Context: an optimization exercise on an open-source flow, tuned for small area and a short achievable clock period. The choices shown serve that exercise and are no tape-out recipe. Only simulation tests tie the RTL to the original design; equivalence was not proved. No run shown here takes its clock network from TritonCTS; it comes from the design's own scripts or RTL. The clock port is modelled as an ideal driver, which makes a skipped or thinned clock tree look cheaper than it is; a real chip needs a root buffer or a tree. No activity file was given, so power comes from the tool's default toggle rates.

## flow/design.v (module list and top-level ports; edited modules follow where they fit)
// module fft_fa: 10 lines
// module fft_f7: 174 lines
// module fft8_top: 741 lines
module fft8_top (
    input  logic         clk,
    input  logic         rst_n,
    input  logic [79:0]  sample,
    output logic [159:0] result
);
  // ...
==> flow/flow/run.sh <==
#!/bin/bash
# The standard ORFS layout (standard.sh), with these changes:
#  - the smallest buffer (sky130_fd_sc_hd__buf_1) on every port;
#  - after placement, each output-port buffer is moved next to its pin and
#    the flip-flop that drives it next to the buffer, and the placement is
#    legalized (pull_out_ffs.tcl);
#  - the clock tree is built by clock_tree.tcl instead of TritonCTS: clock
#    port -> four root clkbuf_16 -> leaf clkbuf_16 per cluster of about 26
#    flip-flops, every flip-flop behind the same two buffer stages; then hold
#    repair and legalization as ORFS's cts step does; before it, the
#    reset net is rebuilt as one buffer per cluster of about 24 reset pins;
#  - the rest (global and detailed routing, finishing) is standard.sh again.
# Each tool's full output goes to a log of its own in this folder.
set -euo pipefail
export BUFFER_PORTS_ARGS="-buffer_cell sky130_fd_sc_hd__buf_1"
RES=orfs/results/${FLOW_PLATFORM}/fft8_top/base
bash standard.sh place > standard_place.log 2>&1
PLACE_ODB=$RES/3_place.odb openroad -no_init -exit flow/pull_out_ffs.tcl > pull_out_ffs.log 2>&1
RES=$RES PLATFORM_DIR=$FLOW_HOME/platforms/$FLOW_PLATFORM LEAF_SIZE=26 RST_LEAF_SIZE=24 \
  openroad -no_init -exit flow/clock_tree.tcl > clock_tree.log 2>&1
cp $RES/4_1_cts.odb $RES/4_cts.odb
bash standard.sh > standard.log 2>&1
==> flow/flow/clock_tree.tcl <==
# Clock tree built by hand in place of TritonCTS: the clock port drives four
# root buffers (one per quadrant of the sinks), each root drives the leaf
# buffers of its quadrant, and each leaf buffer drives one k-means cluster of
# flip-flop clock pins. All buffers are sky130_fd_sc_hd__clkbuf_16, so every
# flip-flop sees the same number of buffer stages. Then the steps that ORFS's
# cts.tcl runs after clock_tree_synthesis: legalization and timing repair.
# Before that, the reset net's buffer tree is rebuilt the same way: the
# reset port buffer drives one buffer per k-means cluster of reset pins.
# Environment: RES (ORFS results folder), PLATFORM_DIR, LEAF_SIZE,
# RST_LEAF_SIZE.
set res $::env(RES)
read_liberty $::env(PLATFORM_DIR)/lib/sky130_fd_sc_hd__tt_025C_1v80.lib
read_db $res/3_place.odb
read_sdc $res/3_place.sdc
source $::env(PLATFORM_DIR)/setRC.tcl
set_dont_use [concat [get_lib_cells */sky130_fd_sc_hd__lpflow_*] [get_lib_cells */sky130_fd_sc_hd__probe*]]

set db [ord::get_db]
set block [ord::get_db_block]
set clknet [[$block findBTerm clk] getNet]
set master [$db findMaster sky130_fd_sc_hd__clkbuf_16]

# sinks: every instance pin on the clock net
set sinks {}
foreach it [$clknet getITerms] {
  set bb [[$it getInst] getBBox]
  lappend sinks [list $it [expr {([$bb xMin] + [$bb xMax]) / 2.0}] [expr {([$bb yMin] + [$bb yMax]) / 2.0}]]
}
set n [llength $sinks]
set k [expr {int(ceil(double($n) / $::env(LEAF_SIZE)))}]
puts "clock_tree: $n sinks, $k leaf clusters"

# k-means on the sink positions, seeded on a grid over their bounding box
proc kmeans {pts k iters} {
  set xs {}; set ys {}
  foreach p $pts { lappend xs [lindex $p 1]; lappend ys [lindex $p 2] }
  set x0 [tcl::mathfunc::min {*}$xs]; set x1 [tcl::mathfunc::max {*}$xs]
  set y0 [tcl::mathfunc::min {*}$ys]; set y1 [tcl::mathfunc::max {*}$ys]
  set cols [expr {int(ceil(sqrt($k)))}]
  set rows [expr {int(ceil(double($k) / $cols))}]
  set cx {}; set cy {}
  for {set i 0} {$i < $k} {incr i} {
    set c [expr {$i % $cols}]; set r [expr {$i / $cols}]
    lappend cx [expr {$x0 + ($c + 0.5) * ($x1 - $x0) / $cols}]
    lappend cy [expr {$y0 + ($r + 0.5) * ($y1 - $y0) / $rows}]
  }
  set assign {}
  for {set it 0} {$it < $iters} {incr it} {
    set assign {}
    set sx [lrepeat $k 0.0]; set sy [lrepeat $k 0.0]; set sn [lrepeat $k 0]
    foreach p $pts {
      set px [lindex $p 1]; set py [lindex $p 2]
      set best 0; set bd 1e30
      for {set i 0} {$i < $k} {incr i} {
        set d [expr {abs($px - [lindex $cx $i]) + abs($py - [lindex $cy $i])}]
        if {$d < $bd} { set bd $d; set best $i }
      }
      lappend assign $best
      lset sx $best [expr {[lindex $sx $best] + $px}]
      lset sy $best [expr {[lindex $sy $best] + $py}]
      lset sn $best [expr {[lindex $sn $best] + 1}]
    }
    for {set i 0} {$i < $k} {incr i} {
      if {[lindex $sn $i] > 0} {
        lset cx $i [expr {[lindex $sx $i] / [lindex $sn $i]}]
        lset cy $i [expr {[lindex $sy $i] / [lindex $sn $i]}]
      }
    }
  }
  return [list $assign $cx $cy]
}

proc place_at {inst x y} {
  set m [$inst getMaster]
  $inst setLocation [expr {int($x - [$m getWidth] / 2)}] [expr {int($y - [$m getHeight] / 2)}]
  $inst setPlacementStatus PLACED
}


# ---- reset net: flatten its buffer tree, then one buffer per cluster ----
proc is_buffer {inst} {
  return [regexp {__(buf|clkbuf)_[0-9]+$} [[$inst getMaster] getName]]
}
proc net_sinks {net bufsVar} {
  upvar $bufsVar bufs
  set out {}
  foreach it [$net getITerms] {
    if {![$it isInputSignal]} { continue }
    set inst [$it getInst]
    if {[is_buffer $inst]} {
      lappend bufs $inst
      foreach o [$inst getITerms] {
        if {[$o isOutputSignal] && [$o getNet] ne "NULL"} {
          set out [concat $out [net_sinks [$o getNet] bufs]]
        }
      }
    } else {
      lappend out $it
    }
  }
  return $out
}
set rport [$block findBTerm rst_n]
set rnet [$rport getNet]
# the port buffer
set pbuf ""
foreach it [$rnet getITerms] { if {[$it isInputSignal]} { set pbuf [$it getInst] } }
set rroot ""
foreach it [$pbuf getITerms] { if {[$it isOutputSignal]} { set rroot [$it getNet] } }
set bufs {}
set rsinks [net_sinks $rroot bufs]
foreach b $bufs {
  foreach it [$b getITerms] {
    set bn [$it getNet]
    $it disconnect
    if {$bn ne "NULL" && $bn ne $rroot && [llength [$bn getITerms]] == 0} { odb::dbNet_destroy $bn }
  }
  odb::dbInst_destroy $b
}
set rpts {}
foreach it $rsinks {
  set bb [[$it getInst] getBBox]
  lappend rpts [list $it [expr {([$bb xMin] + [$bb xMax]) / 2.0}] [expr {([$bb yMin] + [$bb yMax]) / 2.0}]]
}
set rk [expr {int(ceil(double([llength $rpts]) / $::env(RST_LEAF_SIZE)))}]
lassign [kmeans $rpts $rk 20] rassign rcx rcy
set rmaster [$db findMaster sky130_fd_sc_hd__buf_4]
$pbuf swapMaster $rmaster
for {set i 0} {$i < $rk} {incr i} {
  set members {}
  set j 0
  foreach p $rpts {
    if {[lindex $rassign $j] == $i} { lappend members [lindex $p 0] }
    incr j
  }
  if {[llength $members] == 0} { continue }
  set inst [odb::dbInst_create $block $rmaster "rst_buf_$i"]
  set net [odb::dbNet_create $block "rst_net_$i"]
  [$inst findITerm A] connect $rroot
  [$inst findITerm X] connect $net
  foreach it $members { $it disconnect; $it connect $net }
  place_at $inst [lindex $rcx $i] [lindex $rcy $i]
}
puts "reset_tree: removed [llength $bufs] buffers, [llength $rsinks] sinks in $rk clusters"

lassign [kmeans $sinks $k 20] assign cx cy

# rebalance: nearest-first assignment with a capacity per leaf
set cap [expr {int(ceil(1.1 * $n / $k))}]
set pairs {}
set j 0
foreach p $sinks {
  for {set i 0} {$i < $k} {incr i} {
    lappend pairs [list [expr {abs([lindex $p 1] - [lindex $cx $i]) + abs([lindex $p 2] - [lindex $cy $i])}] $j $i]
  }
  incr j
}
set assign [lrepeat $n -1]
set cnt [lrepeat $k 0]
foreach pr [lsort -real -index 0 $pairs] {
  lassign $pr d j i
  if {[lindex $assign $j] >= 0 || [lindex $cnt $i] >= $cap} { continue }
  lset assign $j $i
  lset cnt $i [expr {[lindex $cnt $i] + 1}]
}
# leaf position: centroid of its sinks
set sx [lrepeat $k 0.0]; set sy [lrepeat $k 0.0]
set j 0
foreach p $sinks {
  set i [lindex $assign $j]
  lset sx $i [expr {[lindex $sx $i] + [lindex $p 1]}]
  lset sy $i [expr {[lindex $sy $i] + [lindex $p 2]}]
  incr j
}
for {set i 0} {$i < $k} {incr i} {
  if {[lindex $cnt $i] > 0} {
    lset cx $i [expr {[lindex $sx $i] / [lindex $cnt $i]}]
    lset cy $i [expr {[lindex $sy $i] / [lindex $cnt $i]}]
  }
}
# leaves that received no sink are dropped
set leaves {}
for {set i 0} {$i < $k} {incr i} {
  set members {}
  set j 0
  foreach p $sinks {
    if {[lindex $assign $j] == $i} { lappend members [lindex $p 0] }
    incr j
  }
  if {[llength $members] > 0} {
    lappend leaves [list $members [lindex $cx $i] [lindex $cy $i]]
  }
}
set sizes {}
foreach l $leaves { lappend sizes [llength [lindex $l 0]] }
puts "clock_tree: leaf sizes $sizes"

# roots: k-means of the leaf positions into four groups
set lpts {}
set j 0
foreach l $leaves { lappend lpts [list $j [lindex $l 1] [lindex $l 2]]; incr j }
lassign [kmeans $lpts 4 20] rassign rcx rcy

set roots {}
for {set r 0} {$r < 4} {incr r} {
  if {[lsearch -exact $rassign $r] < 0} { lappend roots ""; continue }
  set inst [odb::dbInst_create $block $master "cts_root_$r"]
  set net [odb::dbNet_create $block "clk_root_$r"]
  $net setSigType CLOCK
  [$inst findITerm A] connect $clknet
  [$inst findITerm X] connect $net
  place_at $inst [lindex $rcx $r] [lindex $rcy $r]
  lappend roots $net
}
set j 0
foreach l $leaves {
  set inst [odb::dbInst_create $block $master "cts_leaf_$j"]
  set net [odb::dbNet_create $block "clk_leaf_$j"]
  $net setSigType CLOCK
  [$inst findITerm A] connect [lindex $roots [lindex $rassign $j]]
  [$inst findITerm X] connect $net
  foreach it [lindex $l 0] {
    $it disconnect
    $it connect $net
  }
  place_at $inst [lindex $l 1] [lindex $l 2]
  incr j
}

set_propagated_clock [all_clocks]
estimate_parasitics -placement
detailed_placement
estimate_parasitics -placement
report_clock_skew
report_clock_latency
repair_timing -hold -hold_margin 0 -verbose
detailed_placement
check_placement -verbose
estimate_parasitics -placement
report_clock_skew
report_worst_slack -max
report_worst_slack -min
write_db $res/4_1_cts.odb
write_sdc $res/4_cts.sdc
==> flow/flow/pull_out_ffs.tcl <==
# Moves every output-port buffer next to its pin and every flip-flop that
# drives an output-port buffer next to that buffer, then legalizes the
# placement. Reads and writes the placed database given in
# the environment (PLACE_ODB).
read_db $::env(PLACE_ODB)
set block [ord::get_db_block]
set core [$block getCoreArea]
proc clamp {v lo hi} { return [expr {$v < $lo ? $lo : ($v > $hi ? $hi : $v)}] }
set moved 0
set sumx [dict create]
set sumy [dict create]
set cnt [dict create]
foreach bterm [$block getBTerms] {
  if {[$bterm getIoType] ne "OUTPUT"} { continue }
  set net [$bterm getNet]
  set buf ""
  foreach it [$net getITerms] {
    if {[$it isOutputSignal]} { set buf [$it getInst] }
  }
  if {$buf eq ""} { continue }
  # the buffer goes next to its pin, inside the core
  set pb [lindex [$bterm getBPins] 0]
  set pbox [$pb getBBox]
  set bm [$buf getMaster]
  set px [clamp [expr {([$pbox xMin] + [$pbox xMax]) / 2 - [$bm getWidth] / 2}] [$core xMin] [expr {[$core xMax] - [$bm getWidth]}]]
  set py [clamp [expr {([$pbox yMin] + [$pbox yMax]) / 2 - [$bm getHeight] / 2}] [$core yMin] [expr {[$core yMax] - [$bm getHeight]}]]
  $buf setLocation $px $py
  $buf setPlacementStatus PLACED
  set innet ""
  foreach it [$buf getITerms] {
    if {[$it isInputSignal]} { set innet [$it getNet] }
  }
  if {$innet eq ""} { continue }
  set ff ""
  foreach it [$innet getITerms] {
    if {[$it isOutputSignal]} { set ff [$it getInst] }
  }
  if {$ff eq ""} { continue }
  if {![string match "*df*" [[$ff getMaster] getName]]} { continue }
  set bb [$buf getBBox]
  set x [expr {([$bb xMin] + [$bb xMax]) / 2}]
  set y [expr {([$bb yMin] + [$bb yMax]) / 2}]
  set name [$ff getName]
  if {![dict exists $cnt $name]} {
    dict set cnt $name 0
    dict set sumx $name 0
    dict set sumy $name 0
  }
  dict incr cnt $name
  dict set sumx $name [expr {[dict get $sumx $name] + $x}]
  dict set sumy $name [expr {[dict get $sumy $name] + $y}]
}
foreach name [dict keys $cnt] {
  set ff [$block findInst $name]
  set n [dict get $cnt $name]
  set x [expr {[dict get $sumx $name] / $n}]
  set y [expr {[dict get $sumy $name] / $n}]
  set m [$ff getMaster]
  $ff setLocation [expr {$x - [$m getWidth] / 2}] [expr {$y - [$m getHeight] / 2}]
  $ff setPlacementStatus PLACED
  incr moved
}
puts "pull_out_ffs: moved $moved flip-flops"
detailed_placement
check_placement -verbose
write_db $::env(PLACE_ODB)
==> flow/standard.sh <==
#!/bin/bash
# synth_recipe.tcl (not shown) runs the flow's synth.tcl, then flattens the netlist and writes it again
# the make line also repeats each setting of config.mk as NAME=value (left out here)
make -C /OpenROAD-flow-scripts/flow DESIGN_CONFIG=/design/flow/config.mk WORK_HOME=/design/flow/orfs CLKGATE_MAP_FILE= SYNTH_SCRIPT=/design/flow/synth_recipe.tcl "${@:-finish}"
==> flow/config.mk <==
export PLATFORM = sky130hd
export DESIGN_NAME = fft8_top
export DESIGN_NICKNAME = fft8_top
export VERILOG_FILES = /design/flow/design.v
export SDC_FILE = /design/flow/constraint.sdc
export NUM_CORES = 4
export LEC_CHECK = 0
export CAP_MARGIN = 20
export CORE_MARGIN = 2
export CORE_UTILIZATION = 70
export SLEW_MARGIN = 20
export SYNTH_HIERARCHICAL = 1
export SYNTH_MINIMUM_KEEP_SIZE = 0
==> flow/constraint.sdc <==
create_clock -name core_clock -period 16.0 [get_ports {clk}]
set_input_delay 3.2000 -clock core_clock [delete_from_list [all_inputs] [get_ports {clk}]]
set_output_delay 3.2000 -clock core_clock [all_outputs]
set_load 0.01 [all_outputs]
==> flow_summary.ini, run 1 <==
[placement]
hpwl_um = 35400
post-place-ws_ps = 11140
place.gp.congestion = 0.840

[global_route]
busiest_layer = met2
grt.total_usage_pct = 25.4
grtUsageMet3_pct = 3.70

[cells_and_area]
multi_input_gates = 835
nets = 2430
seq_cells = 672
layout_common_cells = dfxtp_1, fa_1, buf_1
seqCellArea_um2 = 14100
final_common_cell = dfxtp_1
fillers = 2104

[floorplanning]
die_h_um = 193
coreArea_um2 = 35400

[sta]
fin_worst_skew_ps = 88.7
setup_viol = 0
setup_tns_ps = 0
drv_slew = 0
timing.final.ws_setup_ps = 11860

[routing]
drt_iter0_markers = 686
routedLengthMet1_um = 19400

[logic_synthesis]
synth_cell_types = 44
ys_seq_area_share_pct = 56.3
yosys-top-cells-area = dfxtp_1, fa_1, dfrtp_1
synthArstFlopShare_pct = 19.9
syn-num-nets = 2221

[cts]
cts.clk_slew.worst_paths_ps = 100
clock_latency_ps = 400

[power_and_ir_drop]
cellInternalPower_w = 0.00355
vdd_drop_max_uv = 166
p_sw_w = 0.00220

[setup_path]
max_stage_delay_ps = 410
critPathKind = flop to output port
cp_top_family = flip-flops
worstReg2RegStart = u3_6[0]

[flow_run]
max_cap_violations = 0

[status]
status = timing/DRC/antenna clean

[worst_hold_path]
hold_depth = 0
==> run 2: changes to the inputs <==
--- a/flow/flow/pull_out_ffs.tcl
+++ b/flow/flow/pull_out_ffs.tcl
@@ -1,6 +1,7 @@
 # Moves every output-port buffer next to its pin and every flip-flop that
 # drives an output-port buffer next to that buffer, then legalizes the
-# placement. Reads and writes the placed database given in
+# placement. A flip-flop that drives more than one output buffer (a sign bit)
+# is given the next drive strength. Reads and writes the placed database given in
 # the environment (PLACE_ODB).
 read_db $::env(PLACE_ODB)
 set block [ord::get_db_block]
@@ -56,6 +57,11 @@
   set x [expr {[dict get $sumx $name] / $n}]
   set y [expr {[dict get $sumy $name] / $n}]
   set m [$ff getMaster]
+  # a flip-flop that drives several output buffers gets the next drive strength
+  if {$n > 1 && [regexp {^(.*)_1$} [$m getName] -> base]} {
+    set m2 [[ord::get_db] findMaster ${base}_2]
+    if {$m2 ne "NULL"} { $ff swapMaster $m2; set m $m2 }
+  }
   $ff setLocation [expr {$x - [$m getWidth] / 2}] [expr {$y - [$m getHeight] / 2}]
   $ff setPlacementStatus PLACED
   incr moved
--- a/flow/config.mk
+++ b/flow/config.mk
@@ -7,7 +7,7 @@
 export LEC_CHECK = 0
 export CAP_MARGIN = 20
 export CORE_MARGIN = 2
-export CORE_UTILIZATION = 70
+export CORE_UTILIZATION = 60
 export SLEW_MARGIN = 20
 export SYNTH_HIERARCHICAL = 1
 export SYNTH_MINIMUM_KEEP_SIZE = 0
==> flow_summary.ini, run 2 <==
[routing]
via_per_inst = 4.89
antenna_left = 0
drt_iter0_markers = 781
post_drt_wl_per_cell_um = 17.9
drtPass1Iterations = 6
vias = 12400
wirelength_um = 45400
drcViolationCount = 0

[power_and_ir_drop]
p_leak_nw = 11.8
p_sw_w = 0.00220
power_frac_comb_pct = 41.0
clkPwrFrac_pct = 13.7
vdd_drop_max_uv = 136
p_per_area_nw_per_um2 = 213
cellInternalPower_w = 0.00355
seqPwrFrac_pct = 45.3
sw_frac_of_total_pct = 38.3

[setup_path]
slowest_stage = dfrtp_2
critPathKind = flop to output port
max_stage_delay_ps = 430
worstReg2RegStart = t1i_6[0]
critPathMaxFanout = 3
crit_start = y0r[7]
crit_chain = buf_1
crit_buf_inv = 1
cp_top_family = flip-flops
crit_arrival_ps = 950
end_kind = output port
cp-start-kind = flop
required_ps = 12800

[logic_synthesis]
yosysTopAreaCell = dfxtp_1
synth_edf_count = 0
synthFlopType = dfxtp_1
yosys-top-cells-area = dfxtp_1, fa_1, dfrtp_1
syn_inst = 1799
ys_seq_area_share_pct = 56.3
synthArstFlopShare_pct = 19.9
syn_area_um2 = 25100
ys_warn_count = 7
yosysMostFrequentCell = dfxtp_1
avgSynthCellArea_um2 = 14.0
ys_top_cells_by_count = dfxtp_1, fa_1, inv_1
ys_ff_latch = 672
synth_top_area_share_pct = 42.9
syn-num-nets = 2221
synth_cell_types = 44

[worst_hold_path]
min-delay-start = a4r_3[1]
min_path_type = flop to flop

[sta]
final-hold-violation-count = 0
rsz0062_at_grt = no
worstMarginPinSlew_ps = 658
setup_viol = 0
post-route-period-util_pct = 25.9
drv_slew = 0
hold_ws_ps = 300
max_freq_mhz = 241
max_slew_margin_pct = 56.1
setup_tns_ps = 0
fin_worst_skew_ps = 58.5
min_period_ps = 4150

[cells_and_area]
nets = 2431
multiInputGateArea_um2 = 9670
fillers = 3002
layout-drive-gt1-share_pct = 4.54
fin_util_pct = 66.0
layout_common_cells = dfxtp_1, fa_1, buf_1
final_common_cell = dfxtp_1
reg_top3 = r1: 80 flops, r2: 80 flops
area_growth_pct = 7.79
seqCellArea_um2 = 14200

[cts]
cts.clk_slew.worst_paths_ps = 100
clock_latency_ps = 380

[global_route]
grt_pass1_vias = 12700
grt.total_usage_pct = 21.2
grt_overflow = 0
antenna_found_initial = 1
grt_first_pass_wirelength_um = 70600
grt_max_degree = 135

[floorplanning]
start_util_pct = 61.2
ios = 242
die_x_um = 209
dieArea_um2 = 43500
die_h_um = 209
fp-row-count = 74
coreArea_um2 = 41000

[placement]
hpwl_um = 34900
port-buffer-count = 241
place.gp.congestion = 0.855

[status]
status = timing/DRC/antenna clean

[flow_run]
max_cap_violations = 0
[run 2: path summary, 6_finish.rpt]
kind	depth (start not counted)	slack (ps)	end
hold / removal	0	300	a4r_4[1]
setup / recovery	1	11850	result[17]
hold reg to reg	0	300	a4r_4[1]
setup reg to reg	11	11990	y5i[8]
max in group asynchronous	2	12430	y1r[8]
min in group asynchronous	2	2970	y0r[5]
[run 2: kinds of logic after synthesis]
| logic type | count (synthesis) | share of synthesized area (%) |
|---|---|---|
| XOR/XNOR | 70 | 2.44 |
| AND/OR/NAND/NOR | 272 | 5.96 |
| flip-flops | 672 | 56.3 |
| AO/OA/AOI/OAI | 128 | 4.07 |
| multiplexers | 24 | 0.957 |
| adder cells (fa/ha/maj) | 340 | 25.1 |
| other | 1 | 0.0149 |
| buffers and inverters | 292 | 5.19 |
[run 2: routing by layer]
layer  track usage (%)  up-vias  part of all wire (%)
li1                  -     5898                     -
met1              30.3     6135                    46
met2              36.0      317                    48
met3              1.78       58                   3.9
met4              4.29        0                   2.4
met5                 0        -                     0
[run 2: metrics by stage]
stage	setup WS (ps)	cells	power, W	cell area, um^2
2_1_floorplan	12250	1799	0.00412	25100
3_3_place_gp	11100	2503	0.00489	26200
3_5_place_dp	11000	2503	0.00497	26200
5_1_grt	11810	2537	0.00623	27100
6_report	11850	2538	0.00575	27100
[run 2: area by class of cell]
| class | count | area share, % |
|---|---|---|
| flip-flops and latches | 672 | 52.3 |
| multi-input cells | 835 | 35.7 |
| repair buffers | 243 | 3.49 |
| inverters | 220 | 3.05 |
| plain buffers | 35 | 2.91 |
| well taps | 532 | 2.46 |
| diodes | 1 | 0.00925 |
[run 2: power groups by stage]
stage / logic (W) / clock network (W) / registers [W]
after floorplan: 0.00159 / 0 / 0.00253
after global placement: 0.00227 / 0 / 0.00262
after detailed placement: 0.00233 / 0 / 0.00264
after global routing: 0.00268 / 0.000879 / 0.00267
final: 0.00236 / 0.000791 / 0.00260
[run 2: per-module statistics from Yosys, one instance, submodules excluded]
module / cells / cell area [um^2] / flops+latches
fft8_top: 1195 / 17400 / 672
fft_f7: 83 / 556 / 0
fft_fa: 1 / 20.0 / 0
==> run 3: changes to the inputs <==
--- a/flow/config.mk
+++ b/flow/config.mk
@@ -7,7 +7,7 @@
 export LEC_CHECK = 0
 export CAP_MARGIN = 20
 export CORE_MARGIN = 2
-export CORE_UTILIZATION = 60
+export CORE_UTILIZATION = 70
 export SLEW_MARGIN = 20
 export SYNTH_HIERARCHICAL = 1
 export SYNTH_MINIMUM_KEEP_SIZE = 0
==> flow_summary.ini, run 3 <==
[global_route]
grt_pass1_vias = 13700
grtUsageMet3_pct = 3.03
busiest_layer = met2
use_met2_pct = 44.2
grt.total_usage_pct = 25.4
grtUsageMet1_pct = 33.7
grt_first_pass_wirelength_um = 73400
grt_overflow = 0
grt_max_degree = 145
antenna_found_initial = 2

[logic_synthesis]
synthFlopType = dfxtp_1
synthAdderAreaFrac_pct = 25.1
synthArstFlopShare_pct = 19.9
yosysTopAreaCell = dfxtp_1
syn_area_um2 = 25100
synth_top_area_share_pct = 42.9
synth_top_family_by_area = adder cells
synth_edf_count = 0
ys_warn_count = 7
yosys-top-cells-area = dfxtp_1, fa_1, dfrtp_1
yosysMostFrequentCell = dfxtp_1
synth_cell_types = 44
avgSynthCellArea_um2 = 14.0
ys_ff_latch = 672
synth.area.mux_share_pct = 0.957
synth_compound_area_share_pct = 4.07
ys_seq_area_share_pct = 56.3
ys_top_cells_by_count = dfxtp_1, fa_1, inv_1
syn-num-nets = 2221
syn_inst = 1799
yosys.area_share.xor_xnor_pct = 2.44
yosys.area_share.simple_pct = 5.96

[setup_path]
crit_arrival_ps = 940
r2r_setup_slack_ps = 12040
cp-start-kind = flop
slowest_stage = dfrtp_2
required_ps = 12800
crit_chain = buf_1
critPathMaxFanout = 2
rr_worst_depth = 12
worstReg2RegStart = b5r_4[2]
critPathKind = flop to output port
end_kind = output port
max_stage_delay_ps = 450
r2r_end = f5r_5[5]
cp_top_family = flip-flops
crit_buf_inv = 1

[floorplanning]
coreArea_um2 = 35400
die_x_um = 193
fp-row-count = 69
die_h_um = 193
ios = 242
start_util_pct = 70.9
dieArea_um2 = 37400

[routing]
wirelength_um = 46800
antenna_left = 0
via_per_inst = 5.17
drtPass1Iterations = 4
drt_iter0_markers = 726
post_drt_wl_per_cell_um = 19.0
vias = 12800
drcViolationCount = 0

[worst_hold_path]
min-delay-start = r1[26]
holdPathEnd = r2[26]
hold_depth = 0
min_path_type = flop to flop

[placement]
hpwl_um = 35400
place.gp.congestion = 0.840
place_area_um2 = 26100
port-buffer-count = 241

[cells_and_area]
final_cell_area_um2 = 26900
final_common_cell = dfxtp_1
fin_util_pct = 76.1
nets = 2430
layout-drive-gt1-share_pct = 4.54
reg_top3 = r1: 80 flops, r2: 80 flops
fillers = 2099
n_antenna_cell = 0
seqCellArea_um2 = 14200
area_growth_pct = 7.34
multiInputGateArea_um2 = 9670
layout_common_cells = dfxtp_1, fa_1, buf_1

[sta]
rsz0062_at_grt = no
min_period_ps = 4140
drv_slew = 0
setup_tns_ps = 0
hold_ws_ps = 295
setup_viol = 0
final-hold-violation-count = 0
post-route-period-util_pct = 25.9
max_freq_mhz = 242
max_slew_margin_pct = 30.7
worstMarginPinSlew_ps = 1040
fin_worst_skew_ps = 89.1

[power_and_ir_drop]
p_leak_nw = 11.8
p_per_area_nw_per_um2 = 214
vdd_drop_max_uv = 170

[cts]
cts.clk_slew.worst_paths_ps = 100
clock_latency_ps = 400

[status]
status = timing/DRC/antenna clean

[flow_run]
max_cap_violations = 0
run 3: cell types whose count changed in the layout (fill, tap and decap cells not counted), sizes merged:
cell | previous run | this run
diode | 1 | 0
run 3: metal layers:
layer | share of wire (%) | vias up
met3 | 4.7 | 84
li1 | - | 5906
met5 | 0.028 | -
met4 | 3.9 | 2
met2 | 49 | 348
met1 | 42 | 6410
run 3: cell families after synthesis:
family | after synthesis
other cells | 1
xor+xnor | 70
fa+ha+maj | 340
buf+inv | 292
compound gates | 128
flops | 672
mux | 24
simple gates | 272
run 3: how the worst max path moves through the flow:
stage	startpoint	end	cells past startpoint
3_5_place_dp	rst_n	v[5]	2
5_1_grt	y4r[0]	result[10]	1
6_report	y5i[8]	result[109]	1
2_1_floorplan	y6i[7]	result[128]	1
3_3_place_gp	rst_n	v[5]	2
run 3: report_power, final:
part	switching (W)	leakage [nW]	internal, W
Combinational	0.00130	5.16	0.00106
Clock	0.000459	0.370	0.000339
Sequential	0.000450	6.23	0.00215
Total	0.00221	11.8	0.00355
run 3: final cells by class:
cell class | count | share of cell area, %
timing repair buffer | 242 | 3.40
tap | 461 | 2.14
multi-input combinational | 835 | 35.9
sequential | 672 | 52.5
buffer | 36 | 2.95
inverter | 220 | 3.07
run 3: stage by stage:
stage	setup slack [ps]	instances	total power, W
after floorplan	12250	1799	0.00412
after global placement	11200	2431	0.00485
after detailed placement	11140	2431	0.00496
after global routing	11830	2466	0.00620
final	11860	2466	0.00576
run 3: per-module statistics from Yosys, one instance, submodules excluded:
module,times used,flip-flops and latches,cell area [um^2]
fft8_top,1,672,17400
fft_f7,4,0,556
fft_fa,272,0,20.0
==> run 4: changes to the inputs <==
--- a/flow/flow/run.sh
+++ b/flow/flow/run.sh
@@ -1,6 +1,7 @@
 #!/bin/bash
 # The standard ORFS layout (standard.sh), with these changes:
 #  - the smallest buffer (sky130_fd_sc_hd__buf_1) on every port;
+#  - the pins that carry one sign bit (copies) are placed as a group;
 #  - after placement, each output-port buffer is moved next to its pin and
 #    the flip-flop that drives it next to the buffer, and the placement is
 #    legalized (pull_out_ffs.tcl);
@@ -13,6 +14,8 @@
 # Each tool's full output goes to a log of its own in this folder.
 set -euo pipefail
 export BUFFER_PORTS_ARGS="-buffer_cell sky130_fd_sc_hd__buf_1"
+# the result pins that carry copies of one sign bit sit next to each other
+export PLACE_PINS_ARGS="-group_pins {result[17] result[18] result[19]} -group_pins {result[7] result[8] result[9]} -group_pins {result[38] result[39]} -group_pins {result[28] result[29]} -group_pins {result[57] result[58] result[59]} -group_pins {result[47] result[48] result[49]} -group_pins {result[78] result[79]} -group_pins {result[68] result[69]} -group_pins {result[97] result[98] result[99]} -group_pins {result[87] result[88] result[89]} -group_pins {result[118] result[119]} -group_pins {result[108] result[109]} -group_pins {result[137] result[138] result[139]} -group_pins {result[127] result[128] result[129]} -group_pins {result[158] result[159]} -group_pins {result[148] result[149]}"
 RES=orfs/results/${FLOW_PLATFORM}/fft8_top/base
 bash standard.sh place > standard_place.log 2>&1
 PLACE_ODB=$RES/3_place.odb openroad -no_init -exit flow/pull_out_ffs.tcl > pull_out_ffs.log 2>&1
--- a/flow/flow/pull_out_ffs.tcl
+++ b/flow/flow/pull_out_ffs.tcl
@@ -1,7 +1,6 @@
 # Moves every output-port buffer next to its pin and every flip-flop that
 # drives an output-port buffer next to that buffer, then legalizes the
-# placement. A flip-flop that drives more than one output buffer (a sign bit)
-# is given the next drive strength. Reads and writes the placed database given in
+# placement. Reads and writes the placed database given in
 # the environment (PLACE_ODB).
 read_db $::env(PLACE_ODB)
 set block [ord::get_db_block]
@@ -57,11 +56,6 @@
   set x [expr {[dict get $sumx $name] / $n}]
   set y [expr {[dict get $sumy $name] / $n}]
   set m [$ff getMaster]
-  # a flip-flop that drives several output buffers gets the next drive strength
-  if {$n > 1 && [regexp {^(.*)_1$} [$m getName] -> base]} {
-    set m2 [[ord::get_db] findMaster ${base}_2]
-    if {$m2 ne "NULL"} { $ff swapMaster $m2; set m $m2 }
-  }
   $ff setLocation [expr {$x - [$m getWidth] / 2}] [expr {$y - [$m getHeight] / 2}]
   $ff setPlacementStatus PLACED
   incr moved
--- a/flow/config.mk
+++ b/flow/config.mk
@@ -7,7 +7,7 @@
 export LEC_CHECK = 0
 export CAP_MARGIN = 20
 export CORE_MARGIN = 2
-export CORE_UTILIZATION = 70
+export CORE_UTILIZATION = 80
 export SLEW_MARGIN = 20
 export SYNTH_HIERARCHICAL = 1
 export SYNTH_MINIMUM_KEEP_SIZE = 0
==> flow_summary.ini, run 4 <==
[status]
status = timing/DRC/antenna clean

[routing]
drt_iter0_markers = 1147
vias = 13500
post_drt_wl_per_cell_um = 22.2
antenna_left = 0
wirelength_um = 53400
drtPass1Iterations = 7
via_per_inst = 5.60
drcViolationCount = 0

[logic_synthesis]
yosys.area_share.xor_xnor_pct = 2.44
avgSynthCellArea_um2 = 14.0
yosysTopAreaCell = dfxtp_1
yosysMostFrequentCell = dfxtp_1
ys_top_cells_by_count = dfxtp_1, fa_1, inv_1
syn_inst = 1799
ys_ff_latch = 672
ys_warn_count = 7
syn-num-nets = 2221
synthArstFlopShare_pct = 19.9
synth_cell_types = 44
synth_top_area_share_pct = 42.9
synth_edf_count = 0
yosys-top-cells-area = dfxtp_1, fa_1, dfrtp_1
synth_compound_area_share_pct = 4.07
ys_seq_area_share_pct = 56.3
synth_top_family_by_area = adder cells
yosys.area_share.simple_pct = 5.96
synthFlopType = dfxtp_1
syn_area_um2 = 25100
synth.area.mux_share_pct = 0.957
synthAdderAreaFrac_pct = 25.1

[global_route]
grt_max_degree = 145
grt_pass1_vias = 14800
antenna_found_initial = 2
grt_overflow = 0
grt_first_pass_wirelength_um = 81700
grt.total_usage_pct = 33.1

[setup_path]
cp-start-kind = flop
end_kind = output port
critPathMaxFanout = 3
crit_start = y4r[7]
cp_top_family = flip-flops
max_stage_delay_ps = 390
crit_chain = buf_1
critPathKind = flop to output port
slowest_stage = dfrtp_1
required_ps = 12800
crit_buf_inv = 1
worstReg2RegStart = b3i_6[0]
crit_arrival_ps = 950

[sta]
rsz0062_at_grt = no
worstMarginPinSlew_ps = 1030
setup_viol = 0
setup_tns_ps = 0
max_freq_mhz = 241
max_slew_margin_pct = 31.5
post-route-period-util_pct = 26.0
final-hold-violation-count = 0
fin_worst_skew_ps = 65.4
drv_slew = 0
min_period_ps = 4150

[cells_and_area]
area_growth_pct = 6.90
fin_util_pct = 87.3
seqCellArea_um2 = 14100
multiInputGateArea_um2 = 9670
layout_common_cells = dfxtp_1, fa_1, buf_1
layout-drive-gt1-share_pct = 3.34
final_cell_area_um2 = 26800
instances_no_fill = 2402
reg_top3 = r1: 80 flops, r2: 80 flops
nets = 2430
final_common_cell = dfxtp_1
fillers = 1257

[power_and_ir_drop]
power_frac_comb_pct = 41.6
p_leak_nw = 11.8
cellInternalPower_w = 0.00357
p_per_area_nw_per_um2 = 219
sw_frac_of_total_pct = 39.2
clkPwrFrac_pct = 13.8
seqPwrFrac_pct = 44.6
vdd_drop_max_uv = 187
p_sw_w = 0.00230

[placement]
place_inst = 2366
place.gp.congestion = 0.903
place_area_um2 = 26000
port-buffer-count = 241
hpwl_um = 36600

[cts]
clock_latency_ps = 390
cts.clk_slew.worst_paths_ps = 100

[floorplanning]
die_h_um = 181
coreArea_um2 = 30700
die_x_um = 181
dieArea_um2 = 32800
ios = 242
start_util_pct = 81.6
fp-row-count = 64

[flow_run]
max_cap_violations = 0

[worst_hold_path]
min-delay-start = a4r_3[4]
min_path_type = flop to flop
==> run 4: layout make-up <==
cell class | count | share of cell area (%)
Sequential cell | 672 | 52.6
Multi-Input combinational cell | 835 | 36.0
Timing Repair Buffer | 242 | 3.41
Inverter | 220 | 3.08
Buffer | 36 | 2.97
Tap cell | 396 | 1.85
Antenna cell | 1 | 0.00933
==> run 4: path summary, 6_finish.rpt <==
kind	to	slack, ps	depth (start not counted)
max reg2reg	y3i[8]	11960	12
max in group asynchronous	v[5]	12710	2
min	a4r_4[4]	310	0
min in group asynchronous	y4r[7]	2860	2
min reg2reg	a4r_4[4]	310	0
max	result[99]	11850	1
==> run 4: logic make-up after synthesis <==
kind of cell | after synthesis
and+or+nand+nor | 272
other | 1
buffers and inverters | 292
adders and majority gates | 340
AOI/OAI and AO/OA | 128
DFF | 672
xor gates and xnor gates | 70
muxes | 24
==> run 4: power groups by stage <==
| stage | Combinational (W) | Clock, W | Sequential (W) |
|---|---|---|---|
| floorplan | 0.00159 | 0 | 0.00253 |
| global placement | 0.00218 | 0 | 0.00260 |
| detailed placement | 0.00231 | 0 | 0.00264 |
| global route | 0.00270 | 0.000863 | 0.00267 |
| finish | 0.00244 | 0.000810 | 0.00262 |
==> run 4: per-module statistics from Yosys (local to each module, per instance) <==
module	cell area, um^2	cells inside	flops+latches
fft_f7	556	83	0
fft8_top	17400	1195	672
fft_fa	20.0	1	0
==> run 4: through the flow <==
| step | worst slack, ps | hold slack (ps) | total power (W) |
|---|---|---|---|
| after floorplan | 12250 | 310 | 0.00412 |
| after global placement | 11260 | 310 | 0.00478 |
| after detailed placement | 11150 | 312 | 0.00495 |
| after global routing | 11810 | 316 | 0.00624 |
| final | 11850 | 313 | 0.00587 |
==> run 4: layer usage <==
| metal | track usage [%] | up-vias | routed length (um) |
|---|---|---|---|
| met3 | 3.69 | 180 | 2930 |
| met1 | 39.9 | 6751 | 19700 |
| met4 | 15.8 | 0 | 3080 |
| met2 | 60.0 | 622 | 27700 |
| met5 | 0 | - | 0 |
| li1 | - | 5907 | - |
==> run 5: changes to the inputs <==
--- a/flow/config.mk
+++ b/flow/config.mk
@@ -7,7 +7,7 @@
 export LEC_CHECK = 0
 export CAP_MARGIN = 20
 export CORE_MARGIN = 2
-export CORE_UTILIZATION = 80
+export CORE_UTILIZATION = 70
 export SLEW_MARGIN = 20
 export SYNTH_HIERARCHICAL = 1
 export SYNTH_MINIMUM_KEEP_SIZE = 0
==> flow_summary.ini, run 5 <==
[status]
status = timing/DRC/antenna clean

[power_and_ir_drop]
cellInternalPower_w = 0.00355
seqPwrFrac_pct = 45.1
vdd_drop_max_uv = 170
p_sw_w = 0.00222
p_leak_nw = 11.8
p_per_area_nw_per_um2 = 214
sw_frac_of_total_pct = 38.4
power_frac_comb_pct = 41.1
power_w = 0.00577
clkPwrFrac_pct = 13.8

[sta]
drv_slew = 0
max_freq_mhz = 243
setup_viol = 0
rsz0062_at_grt = no
min_period_ps = 4120
setup_tns_ps = 0
max_slew_margin_pct = 30.8
final-hold-violation-count = 0
fin_worst_skew_ps = 76.9
worstMarginPinSlew_ps = 1040
post-route-period-util_pct = 25.8

[routing]
via_per_inst = 5.13
drcViolationCount = 0
vias = 12700
drt_iter0_markers = 632
antenna_left = 0
drtPass1Iterations = 5
post_drt_wl_per_cell_um = 18.8
wirelength_um = 46500

[cells_and_area]
reg_top3 = r1: 80 flops, r2: 80 flops
instances_no_fill = 2467
layout-drive-gt1-share_pct = 3.34
nets = 2430
area_growth_pct = 7.23
fillers = 2092
final_common_cell = dfxtp_1
layout_common_cells = dfxtp_1, fa_1, buf_1

[setup_path]
cp-start-kind = flop
critPathKind = flop to output port
rr_worst_depth = 12
crit_buf_inv = 1
slowest_stage = dfrtp_1
required_ps = 12800
crit_start = y5i[0]
cp_top_family = flip-flops
crit_arrival_ps = 920
critPathMaxFanout = 2
crit_cells = 1
r2r_setup_slack_ps = 12060
cp-endpoint = result[100]
r2r_end = y3i[8]
worstReg2RegStart = b3i_6[0]
end_kind = output port
crit_chain = buf_1
max_stage_delay_ps = 400

[floorplanning]
die_x_um = 193
dieArea_um2 = 37400
start_util_pct = 70.9
ios = 242
die_h_um = 193
fp-row-count = 69
coreArea_um2 = 35400

[worst_hold_path]
min_path_type = flop to flop

[logic_synthesis]
ys_ff_latch = 672
avgSynthCellArea_um2 = 14.0
yosys-top-cells-area = dfxtp_1, fa_1, dfrtp_1
ys_top_cells_by_count = dfxtp_1, fa_1, inv_1
synth_edf_count = 0
syn_area_um2 = 25100
synthFlopType = dfxtp_1
syn_inst = 1799
yosysTopAreaCell = dfxtp_1
synth_top_area_share_pct = 42.9
syn-num-nets = 2221
yosysMostFrequentCell = dfxtp_1
ys_warn_count = 7
synthArstFlopShare_pct = 19.9
ys_seq_area_share_pct = 56.3
synth_cell_types = 44

[global_route]
grt_first_pass_wirelength_um = 72800
grt_overflow = 0
grt.total_usage_pct = 25.2
grtUsageMet1_pct = 34.0
antenna_found_initial = 1
grt_max_degree = 145
grt_pass1_vias = 13500
use_met2_pct = 46.0
busiest_layer = met2
grtUsageMet3_pct = 2.16

[placement]
place.gp.congestion = 0.839
port-buffer-count = 241
place_inst = 2431
hpwl_um = 35000

[cts]
clock_latency_ps = 390
cts.clk_slew.worst_paths_ps = 120

[flow_run]
max_cap_violations = 0
[run 5: cell counts after synthesis]
No cell type changed its count.
[run 5: routing by layer]
layer	vias up	share of wire (%)
li1	5908	-
met1	6363	42
met2	340	52
met3	55	4.6
met4	0	1.7
met5	-	0
[run 5: cells by family after synthesis]
logic type / Yosys count / share of synthesized area, %
xor+xnor: 70 / 2.44
flops: 672 / 56.3
compound gates: 128 / 4.07
other cells: 1 / 0.0149
buf+inv: 292 / 5.19
simple gates: 272 / 5.96
fa+ha+maj: 340 / 25.1
mux: 24 / 0.957
[run 5: power groups by stage]
stage | Combinational, W | Clock, W | Sequential [W]
after global placement | 0.00224 | 0 | 0.00261
final | 0.00237 | 0.000799 | 0.00260
after detailed placement | 0.00232 | 0 | 0.00264
after floorplan | 0.00159 | 0 | 0.00253
after global routing | 0.00267 | 0.000871 | 0.00266
[run 5: stage by stage]
stage          hold slack [ps]  area (um^2)  util (%)  setup WS (ps)
3_3_place_gp               310        26100      73.8          11260
2_1_floorplan              310        25100         -          12250
5_1_grt                    321        26900      76.0          11830
3_5_place_dp               312        26100      73.8          11170
6_report                   311        26900      76.0          11880
[run 5: worst min-delay path by stage]
stage | startpoint | endpoint | slack (ps) | depth (start not counted)
final | r1[4] | r2[4] | 310 | 0
after global placement | r1[67] | r2[67] | 310 | 0
after detailed placement | r1[13] | r2[13] | 310 | 0
after floorplan | a4i_3[1] | a4i_4[1] | 310 | 0
after global routing | r1[4] | r2[4] | 320 | 0
[run 5: cell type report]
cell class	instances	area (um^2)	area share [%]
antenna	1	2.50	0.00930
buffer	36	796	2.96
inverter	220	826	3.07
multi-input combinational	835	9670	35.9
sequential	672	14100	52.5
tap	461	577	2.14
timing repair buffer	242	916	3.40
[run 5: modules after synthesis, one instance, submodules excluded]
| module | cell area [um^2] | cells | times used | flops+latches |
|---|---|---|---|---|
| fft_fa | 20.0 | 1 | 272 | 0 |
| fft8_top | 17400 | 1195 | 1 | 672 |
| fft_f7 | 556 | 83 | 4 | 0 |
==> run 6: changes to the inputs <==
--- a/flow/flow/run.sh
+++ b/flow/flow/run.sh
@@ -18,7 +18,7 @@
 export PLACE_PINS_ARGS="-group_pins {result[17] result[18] result[19]} -group_pins {result[7] result[8] result[9]} -group_pins {result[38] result[39]} -group_pins {result[28] result[29]} -group_pins {result[57] result[58] result[59]} -group_pins {result[47] result[48] result[49]} -group_pins {result[78] result[79]} -group_pins {result[68] result[69]} -group_pins {result[97] result[98] result[99]} -group_pins {result[87] result[88] result[89]} -group_pins {result[118] result[119]} -group_pins {result[108] result[109]} -group_pins {result[137] result[138] result[139]} -group_pins {result[127] result[128] result[129]} -group_pins {result[158] result[159]} -group_pins {result[148] result[149]}"
 RES=orfs/results/${FLOW_PLATFORM}/fft8_top/base
 bash standard.sh place > standard_place.log 2>&1
-PLACE_ODB=$RES/3_place.odb openroad -no_init -exit flow/pull_out_ffs.tcl > pull_out_ffs.log 2>&1
+OUT_BUF=sky130_fd_sc_hd__buf_2 PLACE_ODB=$RES/3_place.odb openroad -no_init -exit flow/pull_out_ffs.tcl > pull_out_ffs.log 2>&1
 RES=$RES PLATFORM_DIR=$FLOW_HOME/platforms/$FLOW_PLATFORM LEAF_SIZE=26 RST_LEAF_SIZE=24 \
   openroad -no_init -exit flow/clock_tree.tcl > clock_tree.log 2>&1
 cp $RES/4_1_cts.odb $RES/4_cts.odb
--- a/flow/flow/pull_out_ffs.tcl
+++ b/flow/flow/pull_out_ffs.tcl
@@ -1,6 +1,7 @@
 # Moves every output-port buffer next to its pin and every flip-flop that
 # drives an output-port buffer next to that buffer, then legalizes the
-# placement. Reads and writes the placed database given in
+# placement. With OUT_BUF set, the output-port buffers become that cell.
+# Reads and writes the placed database given in
 # the environment (PLACE_ODB).
 read_db $::env(PLACE_ODB)
 set block [ord::get_db_block]
@@ -18,6 +19,7 @@
     if {[$it isOutputSignal]} { set buf [$it getInst] }
   }
   if {$buf eq ""} { continue }
+  if {[info exists ::env(OUT_BUF)]} { $buf swapMaster [[ord::get_db] findMaster $::env(OUT_BUF)] }
   # the buffer goes next to its pin, inside the core
   set pb [lindex [$bterm getBPins] 0]
   set pbox [$pb getBBox]
==> flow_summary.ini, run 6 <==
[status]
status = timing/DRC/antenna clean

[global_route]
grt_max_degree = 145
grt_overflow = 0
antenna_found_initial = 2
grt.total_usage_pct = 25.3
grt_first_pass_wirelength_um = 73000
grt_pass1_vias = 13500

[setup_path]
critPathKind = flop to output port
slowest_stage = dfrtp_1
crit_buf_inv = 1
max_stage_delay_ps = 420
crit_arrival_ps = 930
end_kind = output port
cp-start-kind = flop
cp_top_family = flip-flops
crit_chain = buf_2
critPathMaxFanout = 2
required_ps = 12800

[cells_and_area]
area_growth_pct = 8.02
final_common_cell = dfxtp_1
seqCellArea_um2 = 14100
n_antenna_cell = 0
fillers = 2080
final_cell_area_um2 = 27100
multiInputGateArea_um2 = 9670
layout_common_cells = dfxtp_1, fa_1, inv_1
layout-drive-gt1-share_pct = 11.3
reg_top3 = r1: 80 flops, r2: 80 flops
nets = 2430

[logic_synthesis]
synth_top_family_by_area = adder cells
ys_warn_count = 7
ys_ff_latch = 672
synth_compound_area_share_pct = 4.07
synth_top_area_share_pct = 42.9
avgSynthCellArea_um2 = 14.0
syn-num-nets = 2221
syn_area_um2 = 25100
synth.area.mux_share_pct = 0.957
yosys.area_share.xor_xnor_pct = 2.44
synth_edf_count = 0
yosysTopAreaCell = dfxtp_1
synthAdderAreaFrac_pct = 25.1
yosys-top-cells-area = dfxtp_1, fa_1, dfrtp_1
yosys.area_share.simple_pct = 5.96
syn_inst = 1799
ys_seq_area_share_pct = 56.3
ys_top_cells_by_count = dfxtp_1, fa_1, inv_1
yosysMostFrequentCell = dfxtp_1
synthArstFlopShare_pct = 19.9
synthFlopType = dfxtp_1
synth_cell_types = 44

[sta]
setup_viol = 0
fin_worst_skew_ps = 73.6
post-route-period-util_pct = 25.8
max_freq_mhz = 242
drv_slew = 0
final-hold-violation-count = 0
max_slew_margin_pct = 31.1
setup_tns_ps = 0
rsz0062_at_grt = no
min_period_ps = 4130
hold_ws_ps = 314
worstMarginPinSlew_ps = 1030

[routing]
post_drt_wl_per_cell_um = 19.0
antenna_left = 0
vias = 12600
wirelength_um = 46800
drt_iter0_markers = 645
drtPass1Iterations = 5
drcViolationCount = 0
via_per_inst = 5.13

[floorplanning]
fp-row-count = 69
start_util_pct = 70.9
die_h_um = 193
coreArea_um2 = 35400
ios = 242
dieArea_um2 = 37400
die_x_um = 193

[placement]
port-buffer-count = 241
place.gp.congestion = 0.839
place_area_um2 = 26100
hpwl_um = 35000

[power_and_ir_drop]
p_per_area_nw_per_um2 = 214
p_leak_nw = 12.4
vdd_drop_max_uv = 170

[cts]
cts.clk_slew.worst_paths_ps = 120
clock_latency_ps = 390

[flow_run]
max_cap_violations = 0

[worst_hold_path]
min_path_type = flop to flop
run 6: path summary, 6_finish.rpt:
check / startpoint / endpoint / slack (ps) / cells past startpoint
worst max register to register: b5r_4[2] / f5r_5[5] / 12070 / 12
min in group asynchronous: rst_n / y0i[2] / 2860 / 2
worst max-delay path: y5i[0] / result[100] / 11870 / 1
max in group asynchronous: rst_n / y5i[4] / 12750 / 2
worst min register to register: r2[25] / x2r_3[0] / 310 / 0
worst min-delay path: r2[25] / x2r_3[0] / 310 / 0
run 6: per-stage QoR:
step,worst slack (ps),util [%],std cells,total power (W)
after floorplan,12250,-,1799,0.00412
after global placement,11260,73.8,2431,0.00485
after detailed placement,11170,73.8,2431,0.00496
after global routing,11830,76.6,2466,0.00624
final,11870,76.6,2466,0.00580
run 6: final cells by class:
cell class / instances / share of cell area (%)
inverters: 220 / 3.05
flip-flops and latches: 672 / 52.1
repair buffers: 242 / 4.12
well taps: 461 / 2.13
multi-input cells: 835 / 35.7
plain buffers: 36 / 2.94
run 6: modules after synthesis (local to each module, per instance):
module / area, um^2 / copies in the design / flip-flops and latches
fft8_top: 17400 / 1 / 672
fft_f7: 556 / 4 / 0
fft_fa: 20.0 / 272 / 0
run 6: routing by layer:
layer	wire length, um	vias to the layer above	GRT usage (%)
met2	23800	346	45.6
met5	0	-	0
met1	20000	6333	34.4
li1	-	5908	-
met3	1990	61	2.23
met4	1010	0	4.35
run 6: report_power, final:
part           internal [W]  switching (W)  total, W
Clock              0.000339       0.000466  0.000805
Sequential          0.00215       0.000444   0.00259
Combinational       0.00110        0.00130   0.00240
run 6: logic make-up after synthesis:
logic type	count (synthesis)
AO/OA/AOI/OAI	128
flip-flops	672
buffers and inverters	292
AND/OR/NAND/NOR	272
adder cells (fa/ha/maj)	340
multiplexers	24
other	1
XOR/XNOR	70
==> run 7: changes to the inputs <==
==> flow/flow/run.sh (replaced) <==
#!/bin/bash
# The standard ORFS layout (standard.sh), with these changes:
#  - the smallest buffer (sky130_fd_sc_hd__buf_1) on every port;
#  - the pins that carry one sign bit (copies) are placed as a group, and so
#    are the pairs of pins that carry one shared least significant bit;
#  - after placement, each output-port buffer is moved next to its pin and
#    the flip-flop that drives it next to the buffer, and the placement is
#    legalized (pull_out_ffs.tcl);
#  - the clock tree is built by clock_tree.tcl instead of TritonCTS: clock
#    port -> four root clkbuf_16 -> leaf clkbuf_16 per cluster of about 26
#    flip-flops, every flip-flop behind the same two buffer stages; then hold
#    repair and legalization as ORFS's cts step does; before it, the
#    reset net is rebuilt as one buffer per cluster of about 24 reset pins;
#  - the rest (global and detailed routing, finishing) is standard.sh again.
# Each tool's full output goes to a log of its own in this folder.
set -euo pipefail
export BUFFER_PORTS_ARGS="-buffer_cell sky130_fd_sc_hd__buf_1"
# the result pins that carry copies of one sign bit sit next to each other,
# and so do the two pins of bins m and m+4 that share one least significant bit
export PLACE_PINS_ARGS="-group_pins {result[10] result[90]} -group_pins {result[0] result[80]} -group_pins {result[30] result[110]} -group_pins {result[20] result[100]} -group_pins {result[50] result[130]} -group_pins {result[40] result[120]} -group_pins {result[70] result[150]} -group_pins {result[60] result[140]} -group_pins {result[17] result[18] result[19]} -group_pins {result[7] result[8] result[9]} -group_pins {result[38] result[39]} -group_pins {result[28] result[29]} -group_pins {result[57] result[58] result[59]} -group_pins {result[47] result[48] result[49]} -group_pins {result[78] result[79]} -group_pins {result[68] result[69]} -group_pins {result[97] result[98] result[99]} -group_pins {result[87] result[88] result[89]} -group_pins {result[118] result[119]} -group_pins {result[108] result[109]} -group_pins {result[137] result[138] result[139]} -group_pins {result[127] result[128] result[129]} -group_pins {result[158] result[159]} -group_pins {result[148] result[149]}"
RES=orfs/results/${FLOW_PLATFORM}/fft8_top/base
bash standard.sh place > standard_place.log 2>&1
PLACE_ODB=$RES/3_place.odb openroad -no_init -exit flow/pull_out_ffs.tcl > pull_out_ffs.log 2>&1
RES=$RES PLATFORM_DIR=$FLOW_HOME/platforms/$FLOW_PLATFORM LEAF_SIZE=26 RST_LEAF_SIZE=24 \
  openroad -no_init -exit flow/clock_tree.tcl > clock_tree.log 2>&1
cp $RES/4_1_cts.odb $RES/4_cts.odb
bash standard.sh > standard.log 2>&1
--- a/flow/flow/pull_out_ffs.tcl
+++ b/flow/flow/pull_out_ffs.tcl
@@ -1,7 +1,6 @@
 # Moves every output-port buffer next to its pin and every flip-flop that
 # drives an output-port buffer next to that buffer, then legalizes the
-# placement. With OUT_BUF set, the output-port buffers become that cell.
-# Reads and writes the placed database given in
+# placement. Reads and writes the placed database given in
 # the environment (PLACE_ODB).
 read_db $::env(PLACE_ODB)
 set block [ord::get_db_block]
@@ -19,7 +18,6 @@
     if {[$it isOutputSignal]} { set buf [$it getInst] }
   }
   if {$buf eq ""} { continue }
-  if {[info exists ::env(OUT_BUF)]} { $buf swapMaster [[ord::get_db] findMaster $::env(OUT_BUF)] }
   # the buffer goes next to its pin, inside the core
   set pb [lindex [$bterm getBPins] 0]
   set pbox [$pb getBBox]
--- a/flow/config.mk
+++ b/flow/config.mk
@@ -7,7 +7,7 @@
 export LEC_CHECK = 0
 export CAP_MARGIN = 20
 export CORE_MARGIN = 2
-export CORE_UTILIZATION = 70
+export CORE_UTILIZATION = 75
 export SLEW_MARGIN = 20
 export SYNTH_HIERARCHICAL = 1
 export SYNTH_MINIMUM_KEEP_SIZE = 0
==> flow_summary.ini, run 7 <==
[logic_synthesis]
syn_inst = 1799
synth_top_area_share_pct = 42.9
synthArstFlopShare_pct = 19.9
synth_edf_count = 0
ys_seq_area_share_pct = 56.3
ys_top_cells_by_count = dfxtp_1, fa_1, inv_1
yosysTopAreaCell = dfxtp_1
ys_ff_latch = 672
syn-num-nets = 2221
synthFlopType = dfxtp_1
avgSynthCellArea_um2 = 14.0
synth_cell_types = 44
yosysMostFrequentCell = dfxtp_1
syn_area_um2 = 25100
ys_warn_count = 7
yosys-top-cells-area = dfxtp_1, fa_1, dfrtp_1

[sta]
worstMarginPinSlew_ps = 821
setup_viol = 0
min_period_ps = 4130
max_freq_mhz = 242
post-route-period-util_pct = 25.8
setup_tns_ps = 0
fin_worst_skew_ps = 49.9
drv_slew = 0
max_slew_margin_pct = 45.3
final-hold-violation-count = 0
rsz0062_at_grt = no

[floorplanning]
start_util_pct = 76.6
fp-row-count = 66
die_h_um = 187
dieArea_um2 = 34900
coreArea_um2 = 32800
ios = 242
die_x_um = 187

[routing]
drtPass1Iterations = 6
vias = 12900
drcViolationCount = 0
post_drt_wl_per_cell_um = 19.6
antenna_left = 0
drt_iter0_markers = 826
via_per_inst = 5.27
wirelength_um = 47900

[worst_hold_path]
min-delay-start = r1[9]
min_path_type = flop to flop

[cells_and_area]
nets = 2430
layout-drive-gt1-share_pct = 3.34
fillers = 1670
layout_common_cells = dfxtp_1, fa_1, buf_1
area_growth_pct = 7.13
instances_no_fill = 2448
final_common_cell = dfxtp_1
reg_top3 = r1: 80 flops, r2: 80 flops

[status]
status = timing/DRC/antenna clean

[global_route]
grt.total_usage_pct = 27.9
grt_overflow = 0
grt_pass1_vias = 14000
grt_first_pass_wirelength_um = 74400
antenna_found_initial = 3
grt_max_degree = 118

[setup_path]
required_ps = 12800
end_kind = output port
slowest_stage = dfrtp_1
crit_buf_inv = 1
critPathMaxFanout = 3
max_stage_delay_ps = 390
crit_arrival_ps = 930
worstReg2RegStart = u3_6[0]
critPathKind = flop to output port
cp-start-kind = flop
crit_chain = buf_1
crit_start = y0i[7]
cp_top_family = flip-flops

[cts]
cts.clk_slew.worst_paths_ps = 110
clock_latency_ps = 390

[placement]
place.gp.congestion = 0.935
hpwl_um = 35000
port-buffer-count = 241
place_inst = 2412

[power_and_ir_drop]
vdd_drop_max_uv = 156
p_leak_nw = 11.8
p_per_area_nw_per_um2 = 214

[flow_run]
max_cap_violations = 0
run 7: changes by cell type in the layout (fill, tap and decap cells not counted), sizes merged:
cell / change
diode: +1
run 7: report_power, final:
part | internal, W | switching (W)
sequential | 0.00215 | 0.000452
clock | 0.000339 | 0.000468
combinational | 0.00106 | 0.00129
total | 0.00355 | 0.00221
run 7: area by class of cell:
| cell class | instances | area [um^2] | share of cell area [%] |
|---|---|---|---|
| tap | 442 | 553 | 2.06 |
| sequential | 672 | 14100 | 52.5 |
| timing repair buffer | 242 | 916 | 3.41 |
| multi-input combinational | 835 | 9670 | 36.0 |
| inverter | 220 | 826 | 3.07 |
| buffer | 36 | 796 | 2.96 |
| antenna | 1 | 2.50 | 0.00931 |
run 7: logic make-up after synthesis:
logic type               count (synthesis)  synth area share [%]
buffers and inverters                  292                  5.19
other                                    1                0.0149
XOR/XNOR                                70                  2.44
multiplexers                            24                 0.957
AO/OA/AOI/OAI                          128                  4.07
adder cells (fa/ha/maj)                340                  25.1
flip-flops                             672                  56.3
AND/OR/NAND/NOR                        272                  5.96
run 7: worst paths after layout:
| path | slack [ps] | cells after the start | to |
|---|---|---|---|
| setup / recovery | 11870 | 1 | result[7] |
| hold / removal | 310 | 0 | r2[9] |
| setup reg to reg | 12020 | 11 | y3i[8] |
| hold reg to reg | 310 | 0 | r2[9] |
| max in group asynchronous | 12770 | 2 | y7i[4] |
| min in group asynchronous | 2860 | 2 | y0i[2] |
run 7: per-layer routing:
layer / part of all wire [%] / global-route usage (%) / vias to the layer above / routed length [um]
li1: - / - / 5907 / -
met1: 40 / 34.7 / 6448 / 19000
met2: 51 / 50.9 / 447 / 24700
met3: 5.1 / 3.79 / 99 / 2440
met4: 3.8 / 8.79 / 4 / 1800
met5: 0.048 / 0 / - / 23
run 7: modules after synthesis (local to each module, per instance):
module,cells,times used,area (um^2),flops+latches
fft8_top,1195,1,17400,672
fft_f7,83,4,556,0
fft_fa,1,272,20.0,0
run 7: metrics by stage:
stage                     hold WS (ps)  area [um^2]  util, %  total power (W)  setup slack (ps)
final                              313        26900     82.0          0.00576             11870
after global routing               324        26900     82.0          0.00618             11830
after detailed placement           312        26100     79.6          0.00492             11230
after global placement             310        26100     79.6          0.00480             11280
after floorplan                    310        25100        -          0.00412             12250
==> run 8: changes to the inputs <==
--- a/flow/config.mk
+++ b/flow/config.mk
@@ -7,7 +7,7 @@
 export LEC_CHECK = 0
 export CAP_MARGIN = 20
 export CORE_MARGIN = 2
-export CORE_UTILIZATION = 75
+export CORE_UTILIZATION = 70
 export SLEW_MARGIN = 20
 export SYNTH_HIERARCHICAL = 1
 export SYNTH_MINIMUM_KEEP_SIZE = 0
==> flow_summary.ini, run 8 <==
[status]
status = timing/DRC/antenna clean

[floorplanning]
die_x_um = 193
fp-row-count = 69
die_h_um = 193
start_util_pct = 70.9
ios = 242
dieArea_um2 = 37400
coreArea_um2 = 35400

[power_and_ir_drop]
clkPwrFrac_pct = 13.9
cellInternalPower_w = 0.00355
sw_frac_of_total_pct = 38.4
power_w = 0.00577
vdd_drop_max_uv = 200
p_per_area_nw_per_um2 = 214
seqPwrFrac_pct = 45.1
p_sw_w = 0.00221
power_frac_comb_pct = 41.0
p_leak_nw = 11.8

[cells_and_area]
nets = 2430
fin_util_pct = 76.0
area_growth_pct = 7.23
reg_top3 = r1: 80 flops, r2: 80 flops
layout_common_cells = dfxtp_1, fa_1, buf_1
layout-drive-gt1-share_pct = 3.34
n_antenna_cell = 0
final_common_cell = dfxtp_1

[logic_synthesis]
synth_compound_area_share_pct = 4.07
synthAdderAreaFrac_pct = 25.1
syn_area_um2 = 25100
synth_cell_types = 44
synth.area.mux_share_pct = 0.957
ys_warn_count = 7
ys_ff_latch = 672
avgSynthCellArea_um2 = 14.0
synth_edf_count = 0
yosysTopAreaCell = dfxtp_1
yosys.area_share.simple_pct = 5.96
ys_seq_area_share_pct = 56.3
synthFlopType = dfxtp_1
syn_inst = 1799
synth_top_family_by_area = adder cells
ys_top_cells_by_count = dfxtp_1, fa_1, inv_1
yosys.area_share.xor_xnor_pct = 2.44
yosys-top-cells-area = dfxtp_1, fa_1, dfrtp_1
synthArstFlopShare_pct = 19.9
syn-num-nets = 2221
yosysMostFrequentCell = dfxtp_1
synth_top_area_share_pct = 42.9

[routing]
post_drt_wl_per_cell_um = 19.0
antenna_left = 0
drt_iter0_markers = 654
drcViolationCount = 0
dr_wl_met3_um = 2010
vias = 12600
wl_met2_um = 23400
drtPass1Iterations = 5
wirelength_um = 46700
top_layer = met4
via_per_inst = 5.09
routedLengthMet1_um = 19900

[sta]
min_period_ps = 4100
final-hold-violation-count = 0
setup_viol = 0
max_freq_mhz = 244
hold_ws_ps = 313
max_slew_margin_pct = 47.4
post-route-period-util_pct = 25.6
timing.final.ws_setup_ps = 11900
rsz0062_at_grt = no
setup_tns_ps = 0
drv_slew = 0
fin_worst_skew_ps = 61.5
worstMarginPinSlew_ps = 789

[placement]
hpwl_um = 35000
port-buffer-count = 241
post-place-ws_ps = 11200
place.gp.congestion = 0.862

[setup_path]
cp-start-kind = flop
slowest_stage = dfrtp_1
crit_buf_inv = 1
critPathMaxFanout = 1
cp_top_family = flip-flops
max_stage_delay_ps = 360
required_ps = 12800
crit_chain = buf_1
critPathKind = flop to output port
end_kind = output port
r2r_setup_slack_ps = 12080
crit_arrival_ps = 900

[global_route]
grt_overflow = 0
grt_max_degree = 145
grt.total_usage_pct = 25.2
grt_first_pass_wirelength_um = 72500
grt_pass1_vias = 13500
antenna_found_initial = 0

[cts]
cts.clk_slew.worst_paths_ps = 110
clock_latency_ps = 390

[flow_run]
max_cap_violations = 0

[worst_hold_path]
min_path_type = flop to flop
-- run 8: cells by family (layout without fill, tap and decap cells) --
logic type | count (synthesis) | count (layout)
buffers and inverters | 292 | 498
AO/OA/AOI/OAI | 128 | 128
XOR/XNOR | 70 | 70
AND/OR/NAND/NOR | 272 | 272
multiplexers | 24 | 24
adder cells (fa/ha/maj) | 340 | 340
flip-flops | 672 | 672
other | 1 | 1
-- run 8: cell type report --
cell class / instances / area, um^2
Sequential cell: 672 / 14100
Multi-Input combinational cell: 835 / 9670
Timing Repair Buffer: 242 / 920
Tap cell: 461 / 577
Buffer: 36 / 796
Inverter: 220 / 826
Fill cell: 2115 / 8480
-- run 8: per-layer routing --
| layer | GRT usage, % | vias up |
|---|---|---|
| met2 | 44.4 | 307 |
| met5 | 0 | - |
| met4 | 6.25 | 0 |
| met3 | 3.09 | 77 |
| met1 | 33.6 | 6272 |
| li1 | - | 5894 |
-- run 8: path summary, 6_finish.rpt --
check | start | endpoint | depth (start not counted)
min in group asynchronous | rst_n | y4i[0] | 2
hold reg to reg | x6r_3[4] | x6r_4[4] | 0
setup / recovery | y7i[4] | result[144] | 1
setup reg to reg | u3_6[0] | y3r[8] | 10
max in group asynchronous | rst_n | y6r[5] | 2
hold / removal | x6r_3[4] | x6r_4[4] | 0
-- run 8: stage by stage --
stage | area [um^2] | cells
3_3_place_gp | 26100 | 2431
3_5_place_dp | 26100 | 2431
6_report | 26900 | 2466
2_1_floorplan | 25100 | 1799
5_1_grt | 26900 | 2466
-- run 8: per-module statistics from Yosys, one instance, submodules excluded --
module	copies in the design	flip-flops and latches
fft8_top	1	672
fft_f7	4	0
fft_fa	272	0
-- run 8: power groups by stage --
stage                     registers, W  logic (W)  clock network (W)
after detailed placement       0.00264    0.00232                  0
final                          0.00260    0.00236           0.000803
after global routing           0.00267    0.00267           0.000876
after global placement         0.00261    0.00225                  0
after floorplan                0.00253    0.00159                  0

-- re-timing with driven ports --
Ports are ideal in the flow. The routed layouts listed here were re-timed in OpenROAD.
Step 1 (the two cells are an assumption about what drives the block):
set clk [get_ports {clk}]
set_driving_cell -lib_cell sky130_fd_sc_hd__clkbuf_16 $clk
set_driving_cell -lib_cell sky130_fd_sc_hd__buf_2 [delete_from_list [all_inputs] $clk]
Step 2 adds t to the input delays and takes it off the output delays; t is the mean of the earliest and latest rising clock arrival at the registers after step 1. Input paths then give back, and output paths get back, about the clock's delay inside the block.
Three values: ideal ports, drivers, drivers and shift; two values: the first two.
run | t, ns | setup WS [ns] | slew at the worst register clock pin (ns)
run 1 | 0.468 | 11.860 / 11.745 / 12.050 | 0.11 / 0.11
run 2 | 0.471 | 11.854 / 11.735 / 11.988 | 0.10 / 0.10
run 3 | 0.466 | 11.861 / 11.747 / 12.041 | 0.11 / 0.11
run 4 | 0.475 | 11.846 / 11.727 / 11.960 | 0.12 / 0.12
run 5 | 0.467 | 11.879 / 11.766 / 12.063 | 0.12 / 0.12
run 6 | 0.467 | 11.872 / 11.759 / 12.075 | 0.12 / 0.12
run 7 | 0.480 | 11.866 / 11.747 / 12.025 | 0.11 / 0.11
run 8 | 0.473 | 11.899 / 11.781 / 12.079 | 0.12 / 0.12
After both steps every run listed still meets setup and hold.
